Background: an optimization exercise with open tools, aiming at small area, a short achievable clock period and few clock cycles per item. Do not read the settings as production practice.
At most, simulation tests tie the RTL to the original design; equivalence was not proved.
Function not checked in run 2: the RTL went through the layout flow alone.
No run shown here takes its clock network from TritonCTS; it comes from the design's own scripts or RTL.
The clock input has no modelled driver; a real chip could not lean on it and would need a root buffer or a full tree.

==> flow/design.v, too long to show whole: its modules and the start of the top module <==
// module basemul_s1: 2712 lines
// module basemul_s2: 1913 lines
// module basemul_s3: 99 lines
// module poly_basemul_ctrl: 88 lines
module poly_basemul_ctrl
#(
  parameter int unsigned N_PAIRS = KYBER_N_PAIRS,
  parameter int unsigned ADDR_W  = PAIR_ADDR_W
) (
  input  logic              clk,
  input  logic              rst,
  input  logic              start,
  input  logic              acc_en,
  output logic              busy,
  output logic              done,
  output logic [ADDR_W-1:0] rd_addr,
  output logic              rd_en,
  input  logic [23:0]       a_rdata,
  input  logic [23:0]       b_rdata,
  input  logic [11:0]       g_rdata,
  input  logic [23:0]       c_rdata,
  output logic              wr_en,
  output logic [ADDR_W-1:0] wr_addr,
  output logic [23:0]       wr_data
);
  // ...
==> flow/flow/run.sh <==
#!/bin/bash
# Own layout flow: the standard layout with three changes.
# 1. Yosys's synth command runs without its internal "abc -fast" pass, so that the
#    explicit full-adder trees of the RTL reach extract_fa unchanged (fewer inverters
#    around the adder cells). Registers, their names and cell types are unchanged.
# 2. The port buffers that global placement inserts are buf_1 cells instead of the
#    default delay buffers; after the placement resizer, flow/upsize_outputs.tcl gives
#    the output ports buf_2 buffers and their flip-flops drive strength 4.
# 3. The clock tree is flow/manual_cts.tcl's balanced two-level tree (sourced before
#    CTS, in place of TritonCTS), which is shallower than TritonCTS's three levels.
set -euo pipefail
W=$(pwd)
sed 's/yosys synth -nofsm -noshare /yosys synth -nofsm -noshare -noabc /' synth_recipe.tcl > own_synth.tcl
grep -q -- '-noabc' own_synth.tcl
sed "s|SYNTH_SCRIPT=[^ ]*synth_recipe.tcl|SYNTH_SCRIPT=$W/own_synth.tcl|" standard.sh > own_standard.sh
grep -q 'own_synth.tcl' own_standard.sh
bash own_standard.sh "BUFFER_PORTS_ARGS=-buffer_cell sky130_fd_sc_hd__buf_1" "POST_RESIZE_TCL=$W/flow/upsize_outputs.tcl" "PRE_CTS_TCL=$W/flow/manual_cts.tcl" finish > own_flow.log 2>&1
==> flow/flow/manual_cts.tcl <==
# Hook sourced before CTS (PRE_CTS_TCL). It replaces TritonCTS's clock tree with a
# balanced two-level tree: the clock port drives four clkbuf_16 buffers (one per
# quarter of the flip-flops, split by position: halves by x, then each half by y),
# and each of these drives four clkbuf_16 buffers, one per quarter of its quarter
# (again halves by x, then by y).
# Every register gets its clock through the same two buffer kinds with about the
# same load, so the tree is balanced; it is just shallower than TritonCTS's.
rename clock_tree_synthesis tritoncts_clock_tree_synthesis
proc mcts_split {items idx parts} {
  set s [lsort -integer -index $idx $items]
  set n [llength $s]
  set out {}
  for {set i 0} {$i < $parts} {incr i} {
    set a [expr {($n * $i) / $parts}]
    set b [expr {($n * ($i + 1)) / $parts - 1}]
    lappend out [lrange $s $a $b]
  }
  return $out
}
proc mcts_center {items} {
  set sx 0; set sy 0
  foreach s $items { incr sx [lindex $s 1]; incr sy [lindex $s 2] }
  set n [llength $items]
  return [list [expr {$sx / $n}] [expr {$sy / $n}]]
}
proc mcts_buffer {block master name innet items} {
  set buf [odb::dbInst_create $block $master $name]
  set net [odb::dbNet_create $block "net_$name"]
  $net setSigType CLOCK
  [$buf findITerm A] connect $innet
  [$buf findITerm X] connect $net
  foreach s $items {
    set it [lindex $s 0]
    $it disconnect
    $it connect $net
  }
  set c [mcts_center $items]
  $buf setLocation [lindex $c 0] [lindex $c 1]
  $buf setPlacementStatus PLACED
  return [list [[$buf findITerm A] getNet] $buf $c]
}
proc clock_tree_synthesis {args} {
  set db [ord::get_db]
  set block [ord::get_db_block]
  set clknet [$block findNet clk]
  set top [$db findMaster sky130_fd_sc_hd__clkbuf_16]
  set leaf [$db findMaster sky130_fd_sc_hd__clkbuf_16]
  set sinks {}
  foreach it [$clknet getITerms] {
    set bb [[$it getInst] getBBox]
    lappend sinks [list $it [expr {([$bb xMin] + [$bb xMax]) / 2}] [expr {([$bb yMin] + [$bb yMax]) / 2}]]
  }
  set q 0
  foreach half [mcts_split $sinks 1 2] {
    foreach quarter [mcts_split $half 2 2] {
      # level 1 buffer first, connected to clk; its load is set below
      set l1 [odb::dbInst_create $block $top "clkbuf_man_$q"]
      set l1net [odb::dbNet_create $block "net_clkbuf_man_$q"]
      $l1net setSigType CLOCK
      [$l1 findITerm A] connect $clknet
      [$l1 findITerm X] connect $l1net
      set leafs {}
      set j 0
      foreach col [mcts_split $quarter 1 2] {
        foreach part [mcts_split $col 2 2] {
          set r [mcts_buffer $block $leaf "clkbuf_man_${q}_$j" $l1net $part]
          set c [lindex $r 2]
          lappend leafs [list [[lindex $r 1] findITerm A] [lindex $c 0] [lindex $c 1]]
          puts "manual_cts: clkbuf_man_${q}_$j drives [llength $part] clock pins"
          incr j
        }
      }
      set c [mcts_center $leafs]
      $l1 setLocation [lindex $c 0] [lindex $c 1]
      $l1 setPlacementStatus PLACED
      incr q
    }
  }
  set_propagated_clock [all_clocks]
}
==> flow/flow/upsize_outputs.tcl <==
# Hook run after the placement resizer (POST_RESIZE_TCL): each output port's buffer
# becomes buf_2, and the flip-flop that drives that buffer gets a stronger drive
# (same function, drive strength 4), so the output paths settle sooner.
set block [ord::get_db_block]
set n 0
foreach bterm [$block getBTerms] {
  if {[$bterm getIoType] != "OUTPUT"} { continue }
  set net [$bterm getNet]
  if {$net == "NULL"} { continue }
  foreach it [$net getITerms] {
    if {![$it isOutputSignal]} { continue }
    set buf [$it getInst]
    set bm [[$buf getMaster] getName]
    if {[regexp {^sky130_fd_sc_hd__buf_1$} $bm]} {
      replace_cell [$buf getName] sky130_fd_sc_hd__buf_2
      incr n
    }
    set a [$buf findITerm A]
    if {$a == "NULL"} { continue }
    set inet [$a getNet]
    if {$inet == "NULL"} { continue }
    foreach it2 [$inet getITerms] {
      if {![$it2 isOutputSignal]} { continue }
      set ff [$it2 getInst]
      set fm [[$ff getMaster] getName]
      if {[regexp {^(sky130_fd_sc_hd__(dfrtp|dfxtp|dfstp))_[12]$} $fm -> base]} {
        replace_cell [$ff getName] ${base}_4
        incr n
      }
    }
  }
}
puts "upsize_outputs: replaced $n cells"
==> flow/standard.sh <==
#!/bin/bash
# synth_recipe.tcl (not shown) runs the flow's synth.tcl, then flattens the netlist and writes it again
# the make line also repeats each setting of config.mk as NAME=value (left out here)
make -C /OpenROAD-flow-scripts/flow DESIGN_CONFIG=/design/flow/config.mk WORK_HOME=/design/flow/orfs CLKGATE_MAP_FILE= SYNTH_SCRIPT=/design/flow/synth_recipe.tcl "${@:-finish}"
==> flow/config.mk <==
export PLATFORM = sky130hd
export DESIGN_NAME = poly_basemul_ctrl
export DESIGN_NICKNAME = poly_basemul_ctrl
export VERILOG_FILES = /design/flow/design.v
export SDC_FILE = /design/flow/constraint.sdc
export NUM_CORES = 4
export LEC_CHECK = 0
export CAP_MARGIN = 20
export CORE_MARGIN = 2
export CORE_UTILIZATION = 40
export SLEW_MARGIN = 20
==> flow/constraint.sdc <==
create_clock -name core_clock -period 52.0 [get_ports {clk}]
set_input_delay 10.4000 -clock core_clock [delete_from_list [all_inputs] [get_ports {clk}]]
set_output_delay 10.4000 -clock core_clock [all_outputs]
set_load 0.01 [all_outputs]
==> impl_metrics.py, run 1 <==
metrics = {
    "status": {
        "status": "timing/DRC/antenna clean",
    },
    "cts": {
        "postCtsSetupBuffers": 0,
    },
    "layout": {
        "multiInputGateArea_um2": 23670,
        "post-route-cell-area_um2": 31960,
        "multi_input_area_share": 0.7406,
    },
    "placed_design": {
        "hpwl_um": 62910,
        "gp_congestion": 0.9061,
        "place_area_um2": 31460,
    },
    "synthesis": {
        "ys.flop_type": "dfxtp_1",
        "yosysMostFrequentCell": "fa_1",
        "synth_edf_count": 0,
        "synth_top_area_share": 0.5282,
        "yosys.area_share.adder": 0.6146,
        "syn_area_um2": 29830,
        "synthTopCellsByArea": "fa_1, dfxtp_1, nor2_1",
        "yosysTopAreaCell": "fa_1",
    },
    "drt": {
        "drt_pass1_iterations": 5,
        "dr_total_vias": 20341,
        "detail_route.vias_per_cell": 5.436,
    },
    "die": {
        "rows": 100,
        "initial_core_util": 0.4027,
        "die_w_um": 277.1,
    },
    "job": {
        "drv_cap": 0,
    },
    "sta": {
        "finalSetupViolations": 0,
        "tightest_slew_ns": 1.021,
        "period_share": 0.2179,
        "drv_slew": 0,
        "layout_min_cycle_time_ns": 11.33,
        "relSlewSlack": 0.3185,
    },
    "critical_path": {
        "path_depth": 1,
        "start_kind": "flop",
        "crit_family": "flip-flops",
    },
    "global_routing": {
        "use_met2": 0.3673,
        "antenna_found_initial": 1,
    },
}
Testbench counts, summed over its fixed seeds: cycles 6,480, jobs 48.
==> module poly_basemul_ctrl, before the edit <==
module poly_basemul_ctrl
#(
  parameter int unsigned N_PAIRS = KYBER_N_PAIRS,
  parameter int unsigned ADDR_W  = PAIR_ADDR_W
) (
  input  logic              clk,
  input  logic              rst,
  input  logic              start,
  input  logic              acc_en,
  output logic              busy,
  output logic              done,
  output logic [ADDR_W-1:0] rd_addr,
  output logic              rd_en,
  input  logic [23:0]       a_rdata,
  input  logic [23:0]       b_rdata,
  input  logic [11:0]       g_rdata,
  input  logic [23:0]       c_rdata,
  output logic              wr_en,
  output logic [ADDR_W-1:0] wr_addr,
  output logic [23:0]       wr_data
);
  localparam logic [ADDR_W-1:0] LAST_K = ADDR_W'(N_PAIRS - 1);
  logic acc_q;
  logic v1, v2, v3, v4;
  logic rd_on_n;    
  logic last_wr;    
  logic start_ok;
  always_comb start_ok = start && !busy && !done;
  always_ff @(posedge clk or posedge rst) begin
    if (rst) begin
      busy    <= 1'b0;
      done    <= 1'b0;
      rd_en   <= 1'b0;
      rd_on_n <= 1'b1;
      v1      <= 1'b0;
      v2      <= 1'b0;
      v3      <= 1'b0;
      v4      <= 1'b0;
      wr_en   <= 1'b0;
      last_wr <= 1'b0;
    end else begin
      rd_en   <= start_ok || (!rd_on_n && rd_addr != LAST_K);
      rd_on_n <= !(start_ok || (!rd_on_n && rd_addr != LAST_K));
      v1      <= !rd_on_n;
      v2      <= v1;
      v3      <= v2;
      v4      <= v3;
      wr_en   <= v4;
      last_wr <= v4 && wr_addr == LAST_K - ADDR_W'(1);
      busy    <= start_ok || (busy && !last_wr);
      done    <= last_wr;
    end
  end
  always_ff @(posedge clk or posedge rst) begin
    if (rst) acc_q <= 1'b0;
    else if (!busy) acc_q <= acc_en;
  end
  always_ff @(posedge clk) begin
    rd_addr <= rd_on_n ? '0 : rd_addr + ADDR_W'(1);
    wr_addr <= v4 ? wr_addr + ADDR_W'(1) : LAST_K;
  end
  logic [23:0] a_n_q, b_n_q, c_q;
  logic [11:0] g_n_q, g_n_q2, a0_n_q2, b0_n_q2, c0_q2;
  logic [13:0] t, t_n_q;
  logic [14:0] z1, z1_q, z0, z0_q;
  logic [11:0] c1, c1_q, c0;
  logic [23:0] ca;
  always_comb ca = acc_q ? c_q : 24'd0;
  basemul_s1 u_s1 (.an(a_n_q), .bn(b_n_q), .c(ca), .t(t), .z1(z1));
  basemul_s2 u_s2 (.gn(g_n_q2), .tn(t_n_q), .a0n(a0_n_q2), .b0n(b0_n_q2), .c0(c0_q2),
                   .z1(z1_q), .z0(z0), .c1(c1));
  basemul_s3 u_s3 (.z0(z0_q), .c0(c0));
  always_ff @(posedge clk) begin
    a_n_q   <= ~a_rdata;
    b_n_q   <= ~b_rdata;
    g_n_q   <= ~g_rdata;
    c_q     <= c_rdata;
    g_n_q2  <= g_n_q;
    a0_n_q2 <= a_n_q[11:0];
    b0_n_q2 <= b_n_q[11:0];
    c0_q2   <= ca[11:0];
    t_n_q   <= ~t;
    z1_q    <= z1;
    z0_q    <= z0;
    c1_q    <= c1;
    wr_data <= {c1_q, c0};
  end
endmodule
==> run 2: changes to the inputs <==
--- a/flow/design.v
+++ b/flow/design.v
@@ -4,17 +4,17 @@
   localparam int unsigned PAIR_ADDR_W   = 7;
   localparam int unsigned COEF_W        = 12;
   localparam int unsigned WORD_W        = 2 * COEF_W;
 endpackage
 module basemul_s1 (
   input  logic [23:0] an,
   input  logic [23:0] bn,
   input  logic [23:0] c,
-  output logic [13:0] t,
+  output logic [13:0] tn,
   output logic [14:0] z1
 );
   logic [23:0] n1;
   logic n2;
   logic n3;
   logic n4;
   logic n5;
   logic n6;
@@ -1839,30 +1839,30 @@
   assign n488 = n438 | (n439 & n478);
   assign n489 = n439 & n479;
   assign n490 = n442 | (n443 & n474);
   assign n491 = n443 & n475;
   assign n492 = n446 | (n447 & n480);
   assign n493 = n447 & n481;
   assign n494 = n450 | (n451 & n476);
   assign n495 = n451 & n477;
-  assign t[0] = n427;
-  assign t[1] = n429 ^ n426;
-  assign t[2] = n431 ^ n454;
-  assign t[3] = n433 ^ n484;
-  assign t[4] = n435 ^ n468;
-  assign t[5] = n437 ^ n486;
-  assign t[6] = n439 ^ n478;
-  assign t[7] = n441 ^ n488;
-  assign t[8] = n443 ^ n474;
-  assign t[9] = n445 ^ n490;
-  assign t[10] = n447 ^ n480;
-  assign t[11] = n449 ^ n492;
-  assign t[12] = n451 ^ n476;
-  assign t[13] = n453 ^ n494;
+  assign tn[0] = ~(n427);
+  assign tn[1] = ~(n429 ^ n426);
+  assign tn[2] = ~(n431 ^ n454);
+  assign tn[3] = ~(n433 ^ n484);
+  assign tn[4] = ~(n435 ^ n468);
+  assign tn[5] = ~(n437 ^ n486);
+  assign tn[6] = ~(n439 ^ n478);
+  assign tn[7] = ~(n441 ^ n488);
+  assign tn[8] = ~(n443 ^ n474);
+  assign tn[9] = ~(n445 ^ n490);
+  assign tn[10] = ~(n447 ^ n480);
+  assign tn[11] = ~(n449 ^ n492);
+  assign tn[12] = ~(n451 ^ n476);
+  assign tn[13] = ~(n453 ^ n494);
   assign n497 = (~an[9] & ~bn[12]) ^ (~an[8] & ~bn[13]) ^ (~an[7] & ~bn[14]);
   assign n498 = ((~an[9] & ~bn[12]) & (~an[8] & ~bn[13])) | ((~an[9] & ~bn[12]) & (~an[7] & ~bn[14])) | ((~an[8] & ~bn[13]) & (~an[7] & ~bn[14]));
   assign n499 = (~an[10] & ~bn[12]) ^ (~an[9] & ~bn[13]) ^ (~an[8] & ~bn[14]);
   assign n500 = ((~an[10] & ~bn[12]) & (~an[9] & ~bn[13])) | ((~an[10] & ~bn[12]) & (~an[8] & ~bn[14])) | ((~an[9] & ~bn[13]) & (~an[8] & ~bn[14]));
   assign n501 = (~an[7] & ~bn[15]) ^ (~an[6] & ~bn[16]) ^ (~an[5] & ~bn[17]);
   assign n502 = ((~an[7] & ~bn[15]) & (~an[6] & ~bn[16])) | ((~an[7] & ~bn[15]) & (~an[5] & ~bn[17])) | ((~an[6] & ~bn[16]) & (~an[5] & ~bn[17]));
   assign n503 = (~an[4] & ~bn[18]) ^ (~an[3] & ~bn[19]);
   assign n504 = (~an[4] & ~bn[18]) & (~an[3] & ~bn[19]);
@@ -4788,33 +4788,33 @@
     else if (!busy) acc_q <= acc_en;
   end
   always_ff @(posedge clk) begin
     rd_addr <= rd_on_n ? '0 : rd_addr + ADDR_W'(1);
     wr_addr <= v4 ? wr_addr + ADDR_W'(1) : LAST_K;
   end
   logic [23:0] a_n_q, b_n_q, c_q;
   logic [11:0] g_n_q, g_n_q2, a0_n_q2, b0_n_q2, c0_q2;
-  logic [13:0] t, t_n_q;
+  logic [13:0] t_n, t_n_q;
   logic [14:0] z1, z1_q, z0, z0_q;
   logic [11:0] c1, c1_q, c0;
   logic [23:0] ca;
   always_comb ca = acc_q ? c_q : 24'd0;
-  basemul_s1 u_s1 (.an(a_n_q), .bn(b_n_q), .c(ca), .t(t), .z1(z1));
+  basemul_s1 u_s1 (.an(a_n_q), .bn(b_n_q), .c(ca), .tn(t_n), .z1(z1));
   basemul_s2 u_s2 (.gn(g_n_q2), .tn(t_n_q), .a0n(a0_n_q2), .b0n(b0_n_q2), .c0(c0_q2),
                    .z1(z1_q), .z0(z0), .c1(c1));
   basemul_s3 u_s3 (.z0(z0_q), .c0(c0));
   always_ff @(posedge clk) begin
     a_n_q   <= ~a_rdata;
     b_n_q   <= ~b_rdata;
     g_n_q   <= ~g_rdata;
     c_q     <= c_rdata;
     g_n_q2  <= g_n_q;
     a0_n_q2 <= a_n_q[11:0];
     b0_n_q2 <= b_n_q[11:0];
     c0_q2   <= ca[11:0];
-    t_n_q   <= ~t;
+    t_n_q   <= t_n;
     z1_q    <= z1;
     z0_q    <= z0;
     c1_q    <= c1;
     wr_data <= {c1_q, c0};
   end
 endmodule
==> flow/flow/upsize_outputs.tcl (replaced) <==
# Hook run after the placement resizer (POST_RESIZE_TCL): each output port's buffer
# becomes buf_2, and the flip-flop with asynchronous reset that drives that buffer gets a stronger drive
# (same function, drive strength 4), so the output paths settle sooner.
set block [ord::get_db_block]
set n 0
foreach bterm [$block getBTerms] {
  if {[$bterm getIoType] != "OUTPUT"} { continue }
  set net [$bterm getNet]
  if {$net == "NULL"} { continue }
  foreach it [$net getITerms] {
    if {![$it isOutputSignal]} { continue }
    set buf [$it getInst]
    set bm [[$buf getMaster] getName]
    if {[regexp {^sky130_fd_sc_hd__buf_1$} $bm]} {
      replace_cell [$buf getName] sky130_fd_sc_hd__buf_2
      incr n
    }
    set a [$buf findITerm A]
    if {$a == "NULL"} { continue }
    set inet [$a getNet]
    if {$inet == "NULL"} { continue }
    foreach it2 [$inet getITerms] {
      if {![$it2 isOutputSignal]} { continue }
      set ff [$it2 getInst]
      set fm [[$ff getMaster] getName]
      if {[regexp {^(sky130_fd_sc_hd__(dfrtp|dfstp))_[12]$} $fm -> base]} {
        replace_cell [$ff getName] ${base}_4
        incr n
      }
    }
  }
}
puts "upsize_outputs: replaced $n cells"
==> run 2 against run 1 <==
Setup slack got worse by 0.0084 ns. Die area about the same. Fmax hardly changed. Clock skew rose by 0.0017 ns. Critical path depth unchanged. Synthesized area is essentially flat. Via count fell by 0.56%. Critical path type unchanged. Highest routed layer unchanged.
==> impl_metrics.py, run 2 <==
metrics = {
    "worst_hold_path": {
        "min_path_type": "reg2reg",
        "min_from": "g_n_q[8]",
    },
    "synthesis": {
        "yosys.area_share.adder": 0.6151,
        "ys_top_cells_by_count": "fa_1, nor2_1, inv_1, dfxtp_1, ha_1",
        "synthSimpleGateAreaFrac": 0.1207,
        "synth_top_family_by_area": "adder cells",
        "synthTopCellsByArea": "fa_1, dfxtp_1, nor2_1",
        "ys.flop_type": "dfxtp_1",
        "avgSynthCellArea_um2": 10.99,
        "yosys_warnings": 1,
        "synth_xor_area_frac": 0.01910,
        "synth_compound_area_frac": 0.03871,
        "syn_inst": 2711,
        "syn_area_um2": 29800,
        "yosysMostFrequentCell": "fa_1",
        "synth_top_area_share": 0.5287,
        "muxShareOfSynthArea": 0.0003778,
        "synth.distinct_cells": 61,
        "mappedNetlistNets": 3792,
        "synthArstFlopShare": 0.04641,
        "synth_edf_count": 0,
        "yosysTopAreaCell": "fa_1",
        "ys_seq_area_frac": 0.1611,
        "ys_seq_elements": 237,
    },
    "sta": {
        "fin_setup_tns_ns": 0,
        "clock_skew_ns": 0.03290,
        "relSlewSlack": 0.2322,
        "layout_min_cycle_time_ns": 11.34,
        "finalSetupViolations": 0,
        "grt_setup_unrepaired": "no",
        "max_freq_mhz": 88.19,
        "tightest_slew_ns": 1.150,
        "finalHoldViolations": 0,
        "period_share": 0.2181,
        "drv_slew": 0,
    },
    "critical_path": {
        "critPathBufInv": 1,
        "start_kind": "flop",
        "crit_family": "flip-flops",
        "crit_start": "busy",
        "slowest_stage": "dfrtp_4",
        "critical_path_arrival_ns": 0.94,
        "cp.required_ns": 41.60,
        "crit_chain": "buf_2",
        "reg2reg_from": "g_n_q2[9]",
        "max_stage_delay_ns": 0.48,
        "path_max_fanout": 3,
        "worstSetupPathType": "reg2out",
        "endpoint_kind": "primary output",
    },
    "cts": {
        "holdBufCountCts": 0,
        "clk_pin_slew_ns": 0.08,
        "clk_latency_ns": 0.34,
        "postCtsSetupBuffers": 0,
        "cts_resized": 0,
    },
    "placed_design": {
        "gp_congestion": 0.9118,
        "place_area_um2": 31330,
        "port_buffers": 129,
        "hpwl_um": 63150,
        "dp.cells": 3714,
    },
    "global_routing": {
        "grt.total_usage": 0.2211,
        "grt_pass1_wl_um": 131700,
        "gr-total-overflow": 0,
        "grt_pass1_vias": 23658,
        "grt_max_degree": 25,
        "antenna_found_initial": 1,
    },
    "die": {
        "die_w_um": 277.0,
        "rows": 100,
        "ios": 130,
        "coreArea_um2": 74070,
        "initial_core_util": 0.4023,
        "chipHeight_um": 277.0,
        "die_area_um2": 76700,
    },
    "layout": {
        "final_cells": 3734,
        "drive_gt1_frac": 0.04195,
        "fin_util": 0.4297,
        "post-route-cell-area_um2": 31830,
        "final_common_cell": "fa_1",
        "nFillCells": 7001,
        "final_cell_mix": "fa_1, nor2_1, inv_1",
        "antenna_cells": 0,
        "area_delta_synth_final_pct": 6.805,
        "layout.nets": 3848,
    },
    "drt": {
        "detail_route.vias_per_cell": 5.417,
        "detail_route.iter0.violations": 1470,
        "drt_pass1_iterations": 5,
        "routed_wl_um": 82850,
        "dr_total_vias": 20228,
        "drc": 0,
        "m1WireLength_um": 32600,
        "ant_nets": 0,
        "wl_met2_um": 39890,
        "top_layer": "met4",
        "dr_wl_met3_um": 6931,
        "post_drt_wl_per_cell_um": 22.19,
    },
    "status": {
        "status": "timing/DRC/antenna clean",
    },
    "job": {
        "drv_cap": 0,
    },
}
[run 2: final timing paths]
kind                              to  slack, ns  cells after the start
setup / recovery                busy      40.66                      1
hold / removal             g_n_q2[8]       0.33                      0
setup reg to reg            z0_q[13]      41.17                     31
hold reg to reg            g_n_q2[8]       0.33                      0
max in group asynchronous       done      41.63                      2
min in group asynchronous       busy      10.04                      2
[run 2: cell families after synthesis]
| logic type | Yosys count |
|---|---|
| compound gates | 162 |
| xor+xnor | 65 |
| buf+inv | 356 |
| mux | 1 |
| flops | 237 |
| fa+ha+maj | 993 |
| simple gates | 897 |
[run 2: cell type report]
cell class	instances	area [µm²]	share of cell area
Inverter	229	859.6	0.02700
Tap cell	969	1212	0.03809
Timing Repair Buffer	161	777.0	0.02441
Sequential cell	237	4816	0.1513
Buffer	20	500.5	0.01572
Multi-Input combinational cell	2118	23670	0.7435
[run 2: per-layer routing]
| metal | vias to the layer above | GRT usage |
|---|---|---|
| li1 | 8406 | - |
| met1 | 10619 | 0.2887 |
| met2 | 965 | 0.3664 |
| met3 | 238 | 0.04387 |
| met4 | 0 | 0.08013 |
| met5 | - | 0 |
[run 2: through the flow]
step                worst slack, ns  hold WS, ns
floorplan                     41.19       0.3096
finish                        40.66       0.3260
global route                  40.62       0.3353
detailed placement            41.00       0.3157
global placement              41.04       0.3121
CTS                           40.64       0.3297

[port drivers added, routing unchanged]
The flow's constraints put no driver on any port. The routed layouts listed below were extracted and timed again, unchanged, in two steps.
Step 1: set_driving_cell puts a clkbuf_16 on clk and a buf_2 on each other input, an assumption about the parent block.
Step 2 adds t to the input delays and takes it off the output delays; t is the mean of the earliest and latest rising clock arrival at the registers after step 1. Input paths then give back, and output paths get back, about the clock's delay inside the block.
Slacks: ideal ports / drivers / drivers and shift; pairs: ideal ports / drivers.
run | shift t [ns] | slack for setup (ns) | hold WS [ns] | worst data-port slew with drivers (ns)
run 1 | 0.454 | 40.669 / 40.530 / 40.983 | 0.314 / 0.314 / 0.314 | 0.05
run 2 | 0.464 | 40.661 / 40.519 / 40.983 | 0.326 / 0.326 / 0.326 | 0.07
After both steps every run listed still meets setup and hold.
